Background: an optimization exercise with open tools, aiming at small area, a short achievable clock period and few clock cycles per item. Do not read the settings as production practice.
RTL that was checked went through simulation tests only; none was proved equivalent to the original.
Power and IR drop assume default switching activity.

## record_batch_validator
module record_batch_validator
(
  input  logic               clk,
  input  logic               rst,
  input  logic               in_valid,
  output logic               in_ready,
  input  logic [7:0]         data_byte,
  input  logic               end_of_span,
  input  logic               cfg_write,
  input  logic               cfg_data,
  output logic               out_valid,
  input  logic               out_ready,
  output logic               kind,
  output logic [7:0]         payload_byte,
  output logic [2:0]         status,
  output logic signed [63:0] batch_base,
  output logic [15:0]        attributes,
  output logic signed [63:0] writer_id,
  output logic signed [15:0] writer_epoch,
  output logic signed [31:0] first_seq,
  output logic signed [31:0] rec_count,
  output logic [31:0]        batch_size,
  output logic signed [63:0] final_offset,
  output logic               is_last
);
export LEC_CHECK = 0
export ABC_CLOCK_PERIOD_IN_PS = 2800
export CAP_MARGIN = 20
export CORE_MARGIN = 2
export CORE_UTILIZATION = 60
export CTS_CLUSTER_DIAMETER = 60
export CTS_CLUSTER_SIZE = 24
export PLACE_DENSITY = 0.65
export SETUP_SLACK_MARGIN = 4.1
export SLEW_MARGIN = 20
create_clock -name core_clock -period 7.0 [get_ports {clk}]
standard.sh (not shown) runs the stock make flow with config.mk's settings and CLKGATE_MAP_FILE= SYNTH_SCRIPT=/design/flow/synth_recipe.tcl, a recipe that flattens the netlist after the stock synthesis.
==> flow/flow/run.sh <==
#!/bin/bash
# Standard layout, except that the port buffers are the small sky130 buffer
# instead of the delay buffer buffer_ports picks by default.
set -uo pipefail
bash standard.sh synth > synth.log 2>&1 || exit 1
export BUFFER_PORTS_ARGS="-buffer_cell sky130_fd_sc_hd__buf_1"
bash standard.sh > layout.log 2>&1
Testbench counts at the start, summed over its fixed seeds: cycles 30,292, bytes 30,182.
Next try:
--- a/flow/config.mk
+++ b/flow/config.mk
@@ -7,3 +7,3 @@
 export LEC_CHECK = 0
-export ABC_CLOCK_PERIOD_IN_PS = 2800
+export ABC_CLOCK_PERIOD_IN_PS = 3400
 export CAP_MARGIN = 20
@@ -13,3 +13,3 @@
 export CTS_CLUSTER_SIZE = 24
-export PLACE_DENSITY = 0.65
+export PLACE_DENSITY = 0.75
 export SETUP_SLACK_MARGIN = 4.1
- The changed run completed without violations
- die area does not change
- count of clock-buffer cells in the layout stays the same
- non-clock buffer count shrinks by 3
- via count grows by 1.0%
- utilization shrinks by 0.13 points
- total power barely changes
Next try:
--- a/flow/config.mk
+++ b/flow/config.mk
@@ -7,3 +7,3 @@
 export LEC_CHECK = 0
-export ABC_CLOCK_PERIOD_IN_PS = 3400
+export ABC_CLOCK_PERIOD_IN_PS = 2800
 export CAP_MARGIN = 20
@@ -11,4 +11,4 @@
 export CORE_UTILIZATION = 60
-export CTS_CLUSTER_DIAMETER = 60
-export CTS_CLUSTER_SIZE = 24
+export CTS_CLUSTER_DIAMETER = 50
+export CTS_CLUSTER_SIZE = 20
 export PLACE_DENSITY = 0.75
Hold slack gets worse by 11 ps.
Cell area is higher slightly.
Wire length is higher slightly.
Worst setup slack gets worse by 35 ps.
Sequential share of layout area is lower by 0.62 points.
Global-route usage is higher by 0.25 points.
Core utilization is higher by 0.76 points.
Next try:
--- a/flow/config.mk
+++ b/flow/config.mk
@@ -10,6 +10,6 @@
 export CORE_MARGIN = 2
-export CORE_UTILIZATION = 60
-export CTS_CLUSTER_DIAMETER = 50
-export CTS_CLUSTER_SIZE = 20
-export PLACE_DENSITY = 0.75
+export CORE_UTILIZATION = 65
+export CTS_CLUSTER_DIAMETER = 60
+export CTS_CLUSTER_SIZE = 24
+export PLACE_DENSITY = 0.8
 export SETUP_SLACK_MARGIN = 4.1
Effect: Via count came out higher by 2.5%; setup slack got worse by 13 ps; sequential cell count does not change; clock power came out lower by 17%; utilization came out higher by 4.3 points; final area came out lower by 1.1%; clock skew came out higher by 3.1 ps; routed wire length came out higher by 2.9%; cell count came out lower by 2.3%.

Another version of the RTL of record_batch_validator (not shown whole).
Size in the first run: roughly 350 I/O pins, about 20000 um^2 of cells after synthesis.
Settings: LEC_CHECK=0, CAP_MARGIN=20, CORE_MARGIN=2, CORE_UTILIZATION=40, PLACE_DENSITY=0.6, SETUP_SLACK_MARGIN=4.0, SLEW_MARGIN=20; clock period 7.0 ns.
run.sh (not shown) runs the stock make flow with config.mk's settings and CLKGATE_MAP_FILE= SYNTH_SCRIPT=/design/flow/synth_recipe.tcl, a recipe that flattens the netlist after the stock synthesis.
Stock flow here: none of the scripts above is used.
Change:
==> flow/flow/run.sh (new file) <==
#!/bin/bash
# Standard layout, except that the port buffers are the small sky130 buffer
# instead of the delay buffer buffer_ports picks by default.
set -uo pipefail
bash standard.sh synth > synth.log 2>&1 || exit 1
export BUFFER_PORTS_ARGS="-buffer_cell sky130_fd_sc_hd__buf_1"
bash standard.sh > layout.log 2>&1
==> flow/standard.sh (new file) <==
#!/bin/bash
# synth_recipe.tcl (not shown) runs the flow's synth.tcl, then flattens the netlist and writes it again
# the make line also repeats each setting of config.mk as NAME=value (left out here)
make -C /OpenROAD-flow-scripts/flow DESIGN_CONFIG=/design/flow/config.mk WORK_HOME=/design/flow/orfs CLKGATE_MAP_FILE= SYNTH_SCRIPT=/design/flow/synth_recipe.tcl "${@:-finish}"
removed: flow/run.sh
The new run produced a clean layout.
Fmax rose by roughly a tenth.
Final area fell by roughly a tenth.
Synthesized cell count stays the same.
Worst setup slack gets better by 0.36 ns.
Flip-flop and latch count is unchanged.
Critical path depth is unchanged.
Clock skew rose by 0.0065 ns.
Utilization fell by 6.2 points.
Function was not checked in any run of this note: the RTL went through the layout flow alone.

== rev 12 ==
record_batch_validator with an RTL version that a note above also has.
For scale: about 1600 cells after synthesis, ~480 flip-flops, roughly 350 I/O pins, ~0.020 mm² of cells after synthesis.
==> flow/config.mk <==
export PLATFORM = sky130hd
export DESIGN_NAME = record_batch_validator
export DESIGN_NICKNAME = record_batch_validator
export VERILOG_FILES = /design/flow/design.v
export SDC_FILE = /design/flow/constraint.sdc
export NUM_CORES = 4
export LEC_CHECK = 0
export ABC_CLOCK_PERIOD_IN_PS = 2800
export CAP_MARGIN = 20
export CORE_MARGIN = 2
export CORE_UTILIZATION = 60
export CTS_CLUSTER_DIAMETER = 60
export CTS_CLUSTER_SIZE = 24
export PLACE_DENSITY = 0.75
export SETUP_SLACK_MARGIN = 4.15
export SLEW_MARGIN = 20
==> flow/constraint.sdc <==
create_clock -name core_clock -period 7.0 [get_ports {clk}]
set_input_delay 1.4000 -clock core_clock [delete_from_list [all_inputs] [get_ports {clk}]]
set_output_delay 1.4000 -clock core_clock [all_outputs]
set_load 0.01 [all_outputs]
standard.sh (not shown) runs the stock make flow with config.mk's settings and CLKGATE_MAP_FILE= SYNTH_SCRIPT=/design/flow/synth_recipe.tcl, a recipe that flattens the netlist after the stock synthesis.
==> flow/flow/run.sh <==
#!/bin/bash
# Standard layout, except that the port buffers are the small sky130 buffer
# instead of the delay buffer buffer_ports picks by default.
set -uo pipefail
bash standard.sh synth > synth.log 2>&1 || exit 1
export BUFFER_PORTS_ARGS="-buffer_cell sky130_fd_sc_hd__buf_1"
bash standard.sh > layout.log 2>&1
Testbench counts of rev 12, summed over its fixed seeds: cycles 30,292, bytes 30,182.
Input changes introduced in rev 13 (baseline for comparison: rev 12):
# rev 12
export LEC_CHECK = 0
export ABC_CLOCK_PERIOD_IN_PS = 2800
export CAP_MARGIN = 20
export CORE_MARGIN = 2
export CORE_UTILIZATION = 60
export CTS_CLUSTER_DIAMETER = 60
export CTS_CLUSTER_SIZE = 24
export PLACE_DENSITY = 0.75
export SETUP_SLACK_MARGIN = 4.15
export SLEW_MARGIN = 20
create_clock -name core_clock -period 7.0 [get_ports {clk}]
# rev 13
export LEC_CHECK = 0
export ABC_CLOCK_PERIOD_IN_PS = 2800
export CAP_MARGIN = 20
export CORE_MARGIN = 2
export CORE_UTILIZATION = 60
export CTS_BUF_LIST = sky130_fd_sc_hd__clkbuf_8
export CTS_CLUSTER_DIAMETER = 50
export CTS_CLUSTER_SIZE = 16
export PLACE_DENSITY = 0.75
export SETUP_SLACK_MARGIN = 4.1
export SLEW_MARGIN = 20
create_clock -name core_clock -period 7.0 [get_ports {clk}]
Notes after the runs:
- Combinational power share (rev 13 over rev 12): increase, 0.5 points
- Higher post-synthesis to final-layout area growth among rev 13 and rev 12: rev 12
- Rev 12 → rev 13: power -6.3%; post-layout instance area went down by 720 µm²; mean routed wirelength per cell fell about 3.5%.
- Rev 13 reports a lower final period demand of the worst path than rev 12 does.

static timing again, ports no longer ideal:
In the flow no input, the clock included, has a driving cell. The finished layouts below were timed again as built, in two steps.
Step 1 assumes that a clkbuf_16 drives the clock port and a buf_2 every other input.
Step 2 moves the port delays by t, midway between the first and last clock arrival at a register: inputs arrive t later, outputs are due t later. That takes back most of the time a late clock gives input paths.
Slacks: no drivers / after step 1 / after step 2; pairs: no drivers / after step 1.
| run | t, ns | setup slack, ns | clock arrival spread, ns | worst register clock-pin slew, ns |
|---|---|---|---|---|
| the first run of note 1 | 0.583 | 4.112 / 4.056 / 3.589 | 0.025 / 0.025 | 0.09 / 0.09 |
| the second run of note 1 | 0.585 | 4.132 / 4.074 / 3.647 | 0.017 / 0.017 | 0.09 / 0.09 |
| the third run of note 1 | 0.595 | 4.097 / 4.042 / 3.660 | 0.015 / 0.016 | 0.08 / 0.08 |
| the fourth run of note 1 | 0.631 | 4.084 / 4.032 / 3.563 | 0.020 / 0.020 | 0.09 / 0.09 |
| the first run of note 2 | 0.637 | 3.406 / 3.348 / 3.338 | 0.013 / 0.012 | 0.07 / 0.07 |
| the second run of note 2 | 0.632 | 3.768 / 3.710 / 3.418 | 0.023 / 0.022 | 0.06 / 0.06 |
| rev 12 | 0.583 | 4.071 / 4.018 / 3.619 | 0.015 / 0.015 | 0.09 / 0.09 |
| rev 13 | 0.621 | 4.095 / 4.046 / 3.589 | 0.025 / 0.025 | 0.11 / 0.11 |
After both steps setup and hold are still met in every run listed. The setup slack of the first run of note 1, which loses most, moves by -0.056 ns with the drivers and by -0.523 ns with both steps.
